Background: an optimization exercise with open tools, aiming at small area. Do not read the settings as production practice.
Only simulation tests tie the RTL to the original design; equivalence was not proved.
No activity file was given, so power comes from the tool's default toggle rates.

==> flow/design.v (excerpt) <==
module udp_tx_top (
    input  logic        clk,
    input  logic        rst_n,
    input  logic        i_start,
    input  logic [47:0] i_mac_dst,
    input  logic [47:0] i_mac_src,
    input  logic [31:0] i_ip_src,
    input  logic [31:0] i_ip_dst,
    input  logic [15:0] i_udp_src_port,
    input  logic [15:0] i_udp_dst_port,
    input  logic [15:0] i_payload_len,
    input  logic [7:0]  i_payload,
    output logic        o_payload_req,
    output logic        o_tx_done,
    output logic        o_busy,
    output logic        o_gmii_tx_en,
    output logic [7:0]  o_gmii_txd
);
clock: 6.0 ns
lec_check: 0
cap_margin: 20
core_margin: 2
core_utilization: 55
gpl_timing_driven: 0
slew_margin: 20
standard.sh (not shown) runs the stock make flow with config.mk's settings and CLKGATE_MAP_FILE= SYNTH_SCRIPT=/design/flow/synth_recipe.tcl, a recipe that flattens the netlist after the stock synthesis.
==> flow/flow/run.sh <==
#!/bin/bash
# The standard flow with these changes:
# - synthesis maps the logic with an area-oriented abc script (flow/synth.tcl, flow/area.abc);
# - port buffers of the smallest buffer;
# - cells shrunk to their smallest variant after floorplan (flow/downsize.tcl), the later
#   repair steps size up what timing and slew need;
# - a clock tree of clkbuf_8 without dummy loads.
# standard.log holds make's output; each step's tool log is under orfs/logs.
export FLOW_ABC_SCRIPT=$PWD/flow/area.abc
bash standard.sh finish "SYNTH_SCRIPT=$PWD/flow/synth.tcl" \
  "BUFFER_PORTS_ARGS=-buffer_cell sky130_fd_sc_hd__buf_1" \
  "POST_FLOORPLAN_TCL=$PWD/flow/downsize.tcl" \
  "CTS_ARGS=-sink_clustering_enable -repair_clock_nets -dont_use_dummy_load -buf_list sky130_fd_sc_hd__clkbuf_8 -sink_clustering_size 20 -sink_clustering_max_diameter 60" > standard.log 2>&1
Other scripts of this flow, unchanged in this note and not shown: flow/flow/area.abc, flow/flow/downsize.tcl, flow/flow/synth.tcl
Rerun with:
- CORE_UTILIZATION: 55 -> 50
- GPL_TIMING_DRIVEN: 0 -> unset
What happened:
- The changed run finished with timing, DRC and antenna clean
- worst hold slack degrades by 0.012 ns
- global-route usage fell by 2.1 points
- non-clock buffer count rose by 11
- cell area fell by 1.3%
- clock-buffer cell count stays the same
- worst setup slack improves by 0.057 ns
- power is about the same
- clock power rose by about 2%
- critical path depth rose by 8
- routed wire length rose by about 2.5%
- via count fell by 0.46%
Rerun with:
- CAP_MARGIN: 20 -> 0
- CORE_UTILIZATION: 50 -> 40
- SLEW_MARGIN: 20 -> 0
Result:
- sequential share of layout area is lower by 0.40 points
- worst setup slack got worse by 0.020 ns
- total power is higher by 0.41%
- clock-buffer cell count goes up by 2
- combinational power hardly moves
- first-iteration DRC count goes down by about 20%
- core utilization falls by 12 points

========
== run 1 ==
Starting RTL as in the previous note.
Settings: LEC_CHECK=0, CAP_MARGIN=20, CORE_MARGIN=2, CORE_UTILIZATION=40, SLEW_MARGIN=20; clock period 6.0 ns.
==> flow/flow/run.sh <==
#!/bin/bash
# The standard flow with these changes:
# - synthesis maps the logic with an area-oriented abc script (flow/synth.tcl, flow/area.abc);
# - port buffers of the smallest buffer;
# - cells shrunk to their smallest variant after floorplan (flow/downsize.tcl), the later
#   repair steps size up what timing and slew need;
# - a clock tree of clkbuf_8 without dummy loads.
# standard.log holds make's output; each step's tool log is under orfs/logs.
export FLOW_ABC_SCRIPT=$PWD/flow/area.abc
bash standard.sh finish "SYNTH_SCRIPT=$PWD/flow/synth.tcl" \
  "BUFFER_PORTS_ARGS=-buffer_cell sky130_fd_sc_hd__buf_1" \
  "POST_FLOORPLAN_TCL=$PWD/flow/downsize.tcl" \
  "CTS_ARGS=-sink_clustering_enable -repair_clock_nets -dont_use_dummy_load -buf_list sky130_fd_sc_hd__clkbuf_8 -sink_clustering_size 22 -sink_clustering_max_diameter 60" > standard.log 2>&1
Other scripts of this flow, unchanged in this note and not shown: flow/flow/area.abc, flow/flow/downsize.tcl, flow/flow/synth.tcl
Every stage of the flow completed for run 1, and the final layout passed the timing, design-rule and antenna checks.
Setup changes, run 1 to run 2
--- a/flow/flow/run.sh
+++ b/flow/flow/run.sh
@@ -11,3 +11,3 @@
   "BUFFER_PORTS_ARGS=-buffer_cell sky130_fd_sc_hd__buf_1" \
-  "POST_FLOORPLAN_TCL=$PWD/flow/downsize.tcl" \
-  "CTS_ARGS=-sink_clustering_enable -repair_clock_nets -dont_use_dummy_load -buf_list sky130_fd_sc_hd__clkbuf_8 -sink_clustering_size 22 -sink_clustering_max_diameter 60" > standard.log 2>&1
+  "POST_FLOORPLAN_TCL=$PWD/flow/downsize.tcl" RECOVER_POWER=100 \
+  "CTS_ARGS=-sink_clustering_enable -repair_clock_nets -dont_use_dummy_load -buf_list sky130_fd_sc_hd__clkbuf_8 -sink_clustering_size 20 -sink_clustering_max_diameter 60" > standard.log 2>&1
Findings:
- Net switching share of the total power across run 1 and run 2: no real change.
- Summary of the comparison: share of total power in combinational logic is lower in run 2, relative to run 1.
- Comparing run 1 and run 2, the lower area growth from synthesis to layout is on run 2.
- Layout checks on run 2: not met. Flow itself completed; violations: capacitance limit, slew limit.
- Run 1 → run 2: area used by sequential logic in the layout barely changed; total length of routed wires barely changed.
- Compared run 2 against run 1; via count of the first global-routing pass within noise.
- Global-route met2 utilization: run 2 vs run 1, no meaningful difference
- There was hardly any difference in power in sequential cells between run 2 and run 1.
- [compare] base=run 1 new=run 2: fraction of area in non-clock buffers now sits at about the same level; final core utilization held.
- Run 1 -> run 2: top achievable clock speed flat
Inputs modified between run 2 and run 3:
--- a/flow/flow/run.sh
+++ b/flow/flow/run.sh
@@ -11,3 +11,3 @@
   "BUFFER_PORTS_ARGS=-buffer_cell sky130_fd_sc_hd__buf_1" \
-  "POST_FLOORPLAN_TCL=$PWD/flow/downsize.tcl" RECOVER_POWER=100 \
+  "POST_FLOORPLAN_TCL=$PWD/flow/downsize.tcl" \
   "CTS_ARGS=-sink_clustering_enable -repair_clock_nets -dont_use_dummy_load -buf_list sky130_fd_sc_hd__clkbuf_8 -sink_clustering_size 20 -sink_clustering_max_diameter 60" > standard.log 2>&1
Findings:
Run 3 completed; timing, DRC and antenna clean
Wire length per cell after detailed routing delta (run 3 -> run 2): insignificant
Run 2 and run 3 ended up with nearly the same clock network area share.
Combinational fraction of design power in run 3 is 0.4 points higher than in run 2
There was hardly any difference in wire length after detailed routing between run 3 and run 2.
Side by side, sum of routed wire segments on met1 turned out higher in run 3 than in run 2.
In the reports for run 2 and run 3, the larger count of TritonRoute iterations in the first routing pass belongs to run 3.
On maximum frequency, run 2 and run 3 are basically level.
Compared run 3 against run 2; switching part of the total within noise.
Run 2 -> run 3: post-synthesis instance area delta 0, exact match
Modified inputs, run 4 compared to run 3
--- a/flow/config.mk
+++ b/flow/config.mk
@@ -9,3 +9,3 @@
 export CORE_MARGIN = 2
-export CORE_UTILIZATION = 40
+export CORE_UTILIZATION = 30
 export SLEW_MARGIN = 20
Notes after the runs:
Relative to run 3, the width of the die of run 4 is higher by 15%.
Changes observed in run 4 relative to run 3: core utilization fell by 12 points; ratio of final minimum period to clock period rose by 1.4 points; peak ir drop on the vdd network fell by 13%.

-- port drivers added, routing unchanged --
The results above use ideal ports. As a check the final layouts listed here were re-extracted and re-timed, cells and wires unchanged. Step 1 sets driving cells, clkbuf_16 on the clock port and buf_2 on the other inputs (assumed; they add their load-dependent delay and slew). Step 2 moves the port delays by t, midway between the first and last clock arrival at a register: inputs arrive t later, outputs are due t later. That takes back most of the time a late clock gives input paths. a / b / c = no drivers / after step 1 / after step 2; a / b = the first two.
run	t (ns)	slack for setup (ns)	hold WS [ns]	worst register clock-pin slew, ns
the first run of note 1	0.550	0.404 / 0.381 / 0.404	0.386 / 0.386 / 0.386	0.12 / 0.12
the second run of note 1	0.553	0.461 / 0.461 / 0.461	0.374 / 0.374 / 0.374	0.12 / 0.12
the third run of note 1	0.550	0.441 / 0.441 / 0.441	0.321 / 0.321 / 0.321	0.12 / 0.12
run 1	0.548	0.448 / 0.448 / 0.448	0.309 / 0.309 / 0.309	0.12 / 0.12
run 2	0.544	0.450 / 0.450 / 0.450	0.324 / 0.324 / 0.324	0.12 / 0.12
run 3	0.550	0.441 / 0.441 / 0.441	0.321 / 0.321 / 0.321	0.12 / 0.12
run 4	0.592	0.359 / 0.359 / 0.359	0.284 / 0.284 / 0.284	0.12 / 0.12
